This design comes from an exercise in tuning for small area on the open sky130 flow, not from production work.
In this exercise RTL edits were held to simulation tests only and were not proved equivalent to the original.
Power is estimated from default activity; no workload was simulated.

==> module log_perf_ctrl, before the edit <==
module log_perf_ctrl #(
  parameter int unsigned NUM_CNT  = 8,
  parameter int unsigned CNT_W    = 20,
  parameter int unsigned INC_W    = 6,
  parameter int unsigned TIMER_W  = 20,
  parameter int unsigned PERIOD_W = 16,
  parameter int unsigned IDX_W    = (NUM_CNT > 1) ? $clog2(NUM_CNT) : 1
) (
  input  logic                     clock,
  input  logic                     reset,
  input  logic [NUM_CNT*INC_W-1:0] perf_inc,
  input  logic [TIMER_W-1:0]       log_begin,
  input  logic [TIMER_W-1:0]       log_end,
  input  logic [PERIOD_W-1:0]      dump_period,
  input  logic                     auto_clean,
  input  logic                     dump_req,
  input  logic                     clean_req,
  input  logic                     out_ready,
  output logic [TIMER_W-1:0]       timer,
  output logic                     logEnable,
  output logic                     clean,
  output logic                     dump,
  output logic                     out_valid,
  output logic [IDX_W-1:0]         out_idx,
  output logic [CNT_W-1:0]         out_data,
  output logic                     out_last,
  output logic                     dump_overrun
);
  logic [TIMER_W-1:0]  timer_q, timer_nxt;
  logic [PERIOD_W-1:0] period_rem, period_rem_nxt;
  logic [PERIOD_W-1:0] period_last;
  logic [IDX_W-1:0]    idx;           
  logic [NUM_CNT-1:0]  sel;           
  logic                streaming;
  logic                last_beat;
  logic                dump_q;
  logic                overrun;
  logic                clean_q;
  logic                snap;
  logic                log_en;
  logic                auto_req;
  logic                dump_rq;
  logic [CNT_W-1:0]    acc     [NUM_CNT];
  logic [CNT_W-1:0]    acc_nxt [NUM_CNT];
  logic [CNT_W-1:0]    shadow  [NUM_CNT];
  lpc_window #(.W(TIMER_W)) u_win (
    .timer_q(timer_q), .log_begin(log_begin), .log_end(log_end), .log_en(log_en)
  );
  lpc_timer_nxt #(.W(TIMER_W)) u_tmr (.t(timer_q), .nxt(timer_nxt));
  lpc_period_nxt #(.W(PERIOD_W)) u_per (
    .dump_period(dump_period), .last(period_last), .rem(period_rem),
    .rem_nxt(period_rem_nxt), .auto_req(auto_req)
  );
  assign dump_rq   = dump_req | auto_req;
  assign snap      = dump_rq & ~streaming;
  assign last_beat = (idx == IDX_W'(NUM_CNT - 1));
  always_ff @(posedge clock) begin
    period_rem <= period_rem_nxt;
  end
  always_ff @(posedge clock or negedge reset) begin
    if (!reset) begin
      timer_q     <= '0;
      period_last <= '0;
      streaming   <= 1'b0;
      idx         <= '0;
      dump_q      <= 1'b0;
      overrun     <= 1'b0;
      clean_q     <= 1'b0;
    end else begin
      timer_q     <= timer_nxt;
      period_last <= dump_period;
      dump_q      <= snap;
      clean_q     <= clean_req | (auto_clean & dump_q);
      if (streaming & dump_rq) overrun <= 1'b1;
      if (snap) streaming <= 1'b1;
      else if (out_ready & last_beat) streaming <= 1'b0;
      if (streaming & out_ready) idx <= idx + IDX_W'(1);
    end
  end
  for (genvar i = 0; i < NUM_CNT; i++) begin : g_cnt
    lpc_cnt_nxt #(.CNT_W(CNT_W), .INC_W(INC_W)) u_nxt (
      .acc(acc[i]), .inc(perf_inc[i*INC_W +: INC_W]), .log_en(log_en),
      .clean_q(clean_q), .nxt(acc_nxt[i])
    );
    always_ff @(posedge clock or negedge reset) begin
      if (!reset) acc[i] <= '0;
      else        acc[i] <= acc_nxt[i];
    end
    always_ff @(posedge clock) begin
      if (snap) shadow[i] <= acc[i];
    end
  end
  for (genvar b = 0; b < CNT_W; b++) begin : g_rd
    logic [NUM_CNT-1:0] d;
    for (genvar i = 0; i < NUM_CNT; i++) begin : g_d
      assign d[i] = shadow[i][b];
    end
    lpc_rd_bit u_rd (.d(d), .sel(sel), .y(out_data[b]));
  end
  for (genvar i = 0; i < NUM_CNT; i++) begin : g_sel
    assign sel[i] = (idx == IDX_W'(i));
  end
  assign timer        = timer_q;
  assign logEnable    = log_en;
  assign clean        = clean_q;
  assign dump         = dump_q;
  assign out_valid    = streaming;
  assign out_idx      = idx;
  assign out_last     = streaming & last_beat;
  assign dump_overrun = overrun;
endmodule
export LEC_CHECK = 0
export CAP_MARGIN = 20
export CORE_MARGIN = 2
export CORE_UTILIZATION = 40
export SLEW_MARGIN = 20
export SYNTH_HIERARCHICAL = 1
create_clock -name core_clock -period 7.0 [get_ports {clock}]
standard.sh (not shown) runs the stock make flow with config.mk's settings and CLKGATE_MAP_FILE= SYNTH_SCRIPT=/design/flow/synth_recipe.tcl, a recipe that flattens the netlist after the stock synthesis.
==> flow/flow/run.sh <==
#!/bin/bash
# Standard layout (the standard.sh) with these changes:
#  - port buffers use the smallest buffer cell;
#  - clock tree synthesis without dummy loads;
#  - after floorplan, combinational cells go to their smallest drive
#    strength (flow/downsize.tcl); later repair passes size up as needed.
set -euo pipefail
bash standard.sh \
  BUFFER_PORTS_ARGS="-buffer_cell sky130_fd_sc_hd__buf_1" \
  CTS_ARGS="-sink_clustering_enable -repair_clock_nets -dont_use_dummy_load -buf_list sky130_fd_sc_hd__clkbuf_16 -sink_clustering_size 30 -sink_clustering_max_diameter 100" \
  POST_FLOORPLAN_TCL="$PWD/flow/downsize.tcl" \
  finish > standard.log 2>&1
==> flow/flow/downsize.tcl <==
# POST_FLOORPLAN hook: put every combinational cell at the smallest drive
# strength of its function. The resizer's later repair_design and
# repair_timing passes size up again wherever slew, load or timing need it.
set block [ord::get_db_block]
set db [ord::get_db]
set skip {^(df|edf|sdf|sedf|dl|conb|tap|fill|decap|probe|lpflow|clk)}
set count 0
foreach inst [$block getInsts] {
  set name [[$inst getMaster] getName]
  if {![regexp {^sky130_fd_sc_hd__([a-z0-9]+)_([0-9]+)$} $name -> base drive]} { continue }
  if {[regexp $skip $base]} { continue }
  set best $name
  set best_area [expr {[[$inst getMaster] getWidth] * [[$inst getMaster] getHeight]}]
  foreach d {0 1} {
    set m [$db findMaster sky130_fd_sc_hd__${base}_$d]
    if {$m eq "NULL" || $m eq ""} { continue }
    set a [expr {[$m getWidth] * [$m getHeight]}]
    if {$a < $best_area} {
      set best [$m getName]
      set best_area $a
    }
  }
  if {$best ne $name} {
    replace_cell [$inst getName] $best
    incr count
  }
}
puts "downsize: replaced $count cells"
Edit:
--- a/flow/design.v
+++ b/flow/design.v
@@ -211,14 +211,12 @@
   output logic                     dump_overrun
 );
   logic [TIMER_W-1:0]  timer_q, timer_nxt;
   logic [PERIOD_W-1:0] period_rem, period_rem_nxt;
   logic [PERIOD_W-1:0] period_last;
-  logic [IDX_W-1:0]    idx;           
-  logic [NUM_CNT-1:0]  sel;           
+  logic [NUM_CNT-1:0]  beat;          
   logic                streaming;
-  logic                last_beat;
   logic                dump_q;
   logic                overrun;
   logic                clean_q;
   logic                snap;
   logic                log_en;
@@ -234,33 +232,32 @@
   lpc_period_nxt #(.W(PERIOD_W)) u_per (
     .dump_period(dump_period), .last(period_last), .rem(period_rem),
     .rem_nxt(period_rem_nxt), .auto_req(auto_req)
   );
   assign dump_rq   = dump_req | auto_req;
+  assign streaming = |beat;
   assign snap      = dump_rq & ~streaming;
-  assign last_beat = (idx == IDX_W'(NUM_CNT - 1));
   always_ff @(posedge clock) begin
     period_rem <= period_rem_nxt;
   end
   always_ff @(posedge clock or negedge reset) begin
     if (!reset) begin
       timer_q     <= '0;
       period_last <= '0;
-      streaming   <= 1'b0;
-      idx         <= '0;
+      beat        <= '0;
       dump_q      <= 1'b0;
       overrun     <= 1'b0;
       clean_q     <= 1'b0;
     end else begin
       timer_q     <= timer_nxt;
       period_last <= dump_period;
       dump_q      <= snap;
       clean_q     <= clean_req | (auto_clean & dump_q);
       if (streaming & dump_rq) overrun <= 1'b1;
-      if (snap) streaming <= 1'b1;
-      else if (out_ready & last_beat) streaming <= 1'b0;
-      if (streaming & out_ready) idx <= idx + IDX_W'(1);
+      beat[0] <= snap | (beat[0] & ~out_ready);
+      for (int k = 1; k < NUM_CNT; k++)
+        beat[k] <= out_ready ? beat[k-1] : beat[k];
     end
   end
   for (genvar i = 0; i < NUM_CNT; i++) begin : g_cnt
     lpc_cnt_nxt #(.CNT_W(CNT_W), .INC_W(INC_W)) u_nxt (
       .acc(acc[i]), .inc(perf_inc[i*INC_W +: INC_W]), .log_en(log_en),
@@ -277,19 +274,20 @@
   for (genvar b = 0; b < CNT_W; b++) begin : g_rd
     logic [NUM_CNT-1:0] d;
     for (genvar i = 0; i < NUM_CNT; i++) begin : g_d
       assign d[i] = shadow[i][b];
     end
-    lpc_rd_bit u_rd (.d(d), .sel(sel), .y(out_data[b]));
-  end
-  for (genvar i = 0; i < NUM_CNT; i++) begin : g_sel
-    assign sel[i] = (idx == IDX_W'(i));
+    lpc_rd_bit u_rd (.d(d), .sel(beat), .y(out_data[b]));
+  end
+  always_comb begin
+    out_idx = '0;
+    for (int i = 0; i < NUM_CNT; i++)
+      if (beat[i]) out_idx = out_idx | IDX_W'(i);
   end
   assign timer        = timer_q;
   assign logEnable    = log_en;
   assign clean        = clean_q;
   assign dump         = dump_q;
   assign out_valid    = streaming;
-  assign out_idx      = idx;
-  assign out_last     = streaming & last_beat;
+  assign out_last     = beat[NUM_CNT-1];
   assign dump_overrun = overrun;
 endmodule
After rerunning:
- synthesized cell count is about the same
- via count climbs by 0.41%
- final area grows by about 0.34%
- clock power stays flat
- clock-buffer cell count stays the same
- maximum frequency is about the same
- worst hold slack improved by 0.010 ns
- wire length went up by 4.0%
- clock skew decreases by 0.062 ns
- non-clock buffer count falls by 1
- sequential cell count is higher by 4
- worst setup slack gets worse by 0.0059 ns
- die area came out higher by about 0.34%
- sequential share of layout area went up by 0.35 points

## what the ideal ports hide
Ports are ideal in the flow. The routed layouts listed here were re-timed in OpenROAD. Step 1 sets driving cells, clkbuf_16 on the clock port and buf_2 on the other inputs (assumed; they add their load-dependent delay and slew). Step 2, shift: input delay + t, output delay - t, t = (earliest + latest rising clock arrival at the registers) / 2. This alone moves slack from input paths to output paths. Three values: ideal ports, drivers, drivers and shift; two values: the first two.
run	shift t [ns]	setup slack, ns	worst slew at a driven data input, ns
the first run	0.547	0.156 / 0.136 / 0.136	0.07
the second run	0.554	0.150 / 0.125 / 0.125	0.07
After both steps every run listed still meets setup and hold. For the second run, which loses most, drivers alone change the setup slack by -0.025 ns; drivers and shift together by -0.025 ns.
